What follows belongs to an exercise in optimizing a design on an open flow for small area, a short achievable clock period and few clock cycles per item; a production flow would make more cautious choices.

==> run a <==
// dct8_stream
module dct8_stream #(
    parameter int IN_W        = 8,
    parameter int OUT_W       = 14,
    parameter int LEVEL_SHIFT = 0
) (
    input  logic                    clk,
    input  logic                    rst,
    input  logic                    en,
    input  logic                    in_valid,
    output logic                    in_ready,
    input  logic [IN_W-1:0]         x0,
    input  logic [IN_W-1:0]         x1,
    input  logic [IN_W-1:0]         x2,
    input  logic [IN_W-1:0]         x3,
    input  logic [IN_W-1:0]         x4,
    input  logic [IN_W-1:0]         x5,
    input  logic [IN_W-1:0]         x6,
    input  logic [IN_W-1:0]         x7,
    output logic                    out_valid,
    input  logic                    out_ready,
    output logic signed [OUT_W-1:0] y0,
    output logic signed [OUT_W-1:0] y1,
    output logic signed [OUT_W-1:0] y2,
    output logic signed [OUT_W-1:0] y3,
    output logic signed [OUT_W-1:0] y4,
    output logic signed [OUT_W-1:0] y5,
    output logic signed [OUT_W-1:0] y6,
    output logic signed [OUT_W-1:0] y7
);
export LEC_CHECK = 0
export ABC_AREA = 1
export CAP_MARGIN = 20
export CORE_MARGIN = 2
export CORE_UTILIZATION = 50
export SLEW_MARGIN = 20
export SYNTH_HIERARCHICAL = 1
create_clock -name core_clock -period 12.0 [get_ports {clk}]
standard.sh (not shown) runs the stock make flow with config.mk's settings and CLKGATE_MAP_FILE= SYNTH_SCRIPT=/design/flow/synth_recipe.tcl, a recipe that flattens the netlist after the stock synthesis.
==> flow/flow/run.sh <==
#!/bin/bash
# Standard ORFS layout, with repair_timing aiming below the clock period and
# plain buffers on the ports.
set -euo pipefail
bash standard.sh SETUP_SLACK_MARGIN=7.6 "BUFFER_PORTS_ARGS=-buffer_cell sky130_fd_sc_hd__buf_2" finish > standard_flow.log 2>&1
==> run b: changes against run a <==
--- a/flow/design.v
+++ b/flow/design.v
@@ -79,36 +79,23 @@
     for (genvar j = 0; j < 9; j++) begin : g_l1
         dct_fa us (.a(a_n[0][j]), .b(a_n[1][j]), .c(a_n[2][j]), .s(ss_n[j]), .co(sc_n[j]));
         dct_fa ue (.a(a_n[0][j]), .b(an_n[1][j]), .c(an_n[2][j]), .s(es_n[j]), .co(ec_n[j]));
     end
     logic [8:0] ss_r, sc_r, es_r, ec_r;
-    logic [4:0] dl0_n, dl1_n;
-    logic       dc0_n, dc1_n;
-    dct_addl ul0 (.a(a_n[0][4:0]), .b(a_n[3][4:0]), .y(dl0_n), .co(dc0_n));
-    dct_addl ul1 (.a(a_n[1][4:0]), .b(a_n[2][4:0]), .y(dl1_n), .co(dc1_n));
-    logic [8:0] a3_r;
-    logic [3:0] a0h_r, a1h_r, a2h_r;
-    logic [4:0] dl0_r, dl1_r, dn0_r, dn1_r;
-    logic       dc0_r, dc1_r;
+    logic [8:0] a0_r, a1_r, a2_r, a3_r;
     logic [8:0] bp0_r, bp1_r, bp2_r, bp3_r;
     logic [8:0] bn0_r, bn1_r, bn2_r, bn3_r;
     always_ff @(posedge clk) begin
         if (en & r2) begin
             ss_r  <= ss_n;
             sc_r  <= sc_n;
             es_r  <= es_n;
             ec_r  <= ec_n;
-            a0h_r <= a_n[0][8:5];
-            a1h_r <= a_n[1][8:5];
-            a2h_r <= a_n[2][8:5];
+            a0_r  <= a_n[0];
+            a1_r  <= a_n[1];
+            a2_r  <= a_n[2];
             a3_r  <= a_n[3];
-            dl0_r <= dl0_n;
-            dl1_r <= dl1_n;
-            dn0_r <= ~dl0_n;
-            dn1_r <= ~dl1_n;
-            dc0_r <= dc0_n;
-            dc1_r <= dc1_n;
             bp0_r <= bp_n[0];
             bp1_r <= bp_n[1];
             bp2_r <= bp_n[2];
             bp3_r <= bp_n[3];
             bn0_r <= bn_n[0];
@@ -1753,16 +1740,12 @@
     dct_fa us23 (.a(es_r[4]), .b(ec_r[3]), .c(a3_r[4]), .s(s23), .co(c24));
     dct_fa us25 (.a(es_r[5]), .b(ec_r[4]), .c(a3_r[5]), .s(s25), .co(c26));
     dct_fa us27 (.a(es_r[6]), .b(ec_r[5]), .c(a3_r[6]), .s(s27), .co(c28));
     dct_fa us29 (.a(es_r[7]), .b(ec_r[6]), .c(a3_r[7]), .s(s29), .co(c30));
     dct_fa us31 (.a(es_r[8]), .b(ec_r[7]), .c(a3_r[8]), .s(s31), .co(c32));
-    dct_addh ud0 (.a(a0h_r), .b(a3_r[8:5]), .ci(dc0_r), .y(d0p[9:5]), .yn(d0n[9:5]));
-    dct_addh ud1 (.a(a1h_r), .b(a2h_r), .ci(dc1_r), .y(d1p[9:5]), .yn(d1n[9:5]));
-    assign d0p[4:0] = dl0_r;
-    assign d1p[4:0] = dl1_r;
-    assign d0n[4:0] = dn0_r;
-    assign d1n[4:0] = dn1_r;
+    dct_add #(.W(9), .IB(1)) ud0 (.a(a0_r), .b(a3_r), .y(d0p), .yn(d0n));
+    dct_add #(.W(9), .IB(1)) ud1 (.a(a1_r), .b(a2_r), .y(d1p), .yn(d1n));
     dct_ha us33 (.a(ss_r[0]), .b(a3_r[0]), .s(s33), .co(c34));
     dct_fa us35 (.a(a3_r[1]), .b(s1), .c(1'b1), .s(s35), .co(c36));
     dct_ha us37 (.a(c14), .b(c10), .s(s37), .co(c38));
     dct_fa us39 (.a(sc_r[8]), .b(c2), .c(c16), .s(s39), .co(c40));
     dct_ha us41 (.a(c12), .b(c8), .s(s41), .co(c42));
@@ -2749,23 +2732,5 @@
     end
     assign ch     = c5 | (cl & (&u0));
     assign y[4:0] = u0 ^ ({5{cl}} & p0);
     assign y[9:5] = u1 ^ ({5{ch}} & p1);
 endmodule
-module dct_addl (
-    input  logic [4:0] a,
-    input  logic [4:0] b,
-    output logic [4:0] y,
-    output logic       co
-);
-    assign {co, y} = {1'b0, a} + {1'b0, ~b};
-endmodule
-module dct_addh (
-    input  logic [3:0] a,
-    input  logic [3:0] b,
-    input  logic       ci,
-    output logic [4:0] y,
-    output logic [4:0] yn
-);
-    assign y  = {1'b0, a} + {1'b0, ~b} + {4'd0, ci};
-    assign yn = ~y;
-endmodule
==> flow/flow/run.sh (replaced) <==
#!/bin/bash
# Standard ORFS layout, with repair_timing aiming below the clock period and
# plain buffers on the ports.
set -euo pipefail
bash standard.sh SETUP_SLACK_MARGIN=7.4 "BUFFER_PORTS_ARGS=-buffer_cell sky130_fd_sc_hd__buf_2" finish > standard_flow.log 2>&1
- ABC_AREA: 1 -> not set
==> summary of the runs <==
- In run a the sequential share of layout area is lower than in run b, by 0.078 points.
- Against run b, the first-iteration DRC count of run a is larger by 9.6%.
- Between run a and run b, the lower via count is in run b (gap 14%, measured against run b).
- In run b the die area is lower than in run a, by 4.6%.
- Against run a, the final area of run b is smaller by about 2.7%.
- Run b finished with timing, DRC and antenna clean. Run a went through all stages and came out clean.
- Of run a and run b, run a has the higher cell count (gap 24%, measured against run b).
==> figures <==
| metric | run b | run a |
|---|---|---|
| Status | finished clean | finished clean |
| Slack of the worst reg-to-reg path | 7180 ps | 7580 ps |
| Number of nets in the finished design | 4011 | 4937 |
| Hold slack final | 489 ps | 482 ps |
| Total cell area at the placement stage | 0.0374 mm2 | 0.0388 mm2 |
| Hold Path Sink | sk[1][0] | sk[4][2] |
| Final-layout clock-cell area share | 3.29% | 3.04% |
| Pre-CTS setup slack | 6530 ps | 7170 ps |
| Final Worst Setup Slack | 7180 ps | 7580 ps |
| Total via count after detailed routing | 21522 | 24496 |
| Total global routing track utilization | 26.6% | 25.7% |
| Last element of the critical path | t2_u0r[4] | t4_u0r[3] |
| Routed vias/inst | 5.54 | 5.07 |
No functional check of the RTL was part of any run of this note.

==> what the ideal ports hide <==
In the flow no input, the clock included, has a driving cell. The finished layouts below were timed again as built, in two steps.
Step 1 assumes that a clkbuf_16 drives the clock port and a buf_2 every other input.
Step 2 moves the port delays by t, midway between the first and last clock arrival at a register: inputs arrive t later, outputs are due t later. That takes back most of the time a late clock gives input paths.
a / b / c = ideal ports / drivers / drivers and shift; a / b = the first two.
run | shift t [ns] | slack for setup (ns) | worst hold slack (ns) | pins driven straight from the clock port
run a | 0.629 | 7.584 / 7.584 / 7.151 | 0.482 / 0.482 / 0.482 | 1
run b | 0.635 | 7.177 / 7.177 / 6.995 | 0.489 / 0.489 / 0.489 | 1
After both steps setup and hold are still met in every run listed. The setup slack of run a, which loses most, moves by 0.000 ns with the drivers and by -0.433 ns with both steps.
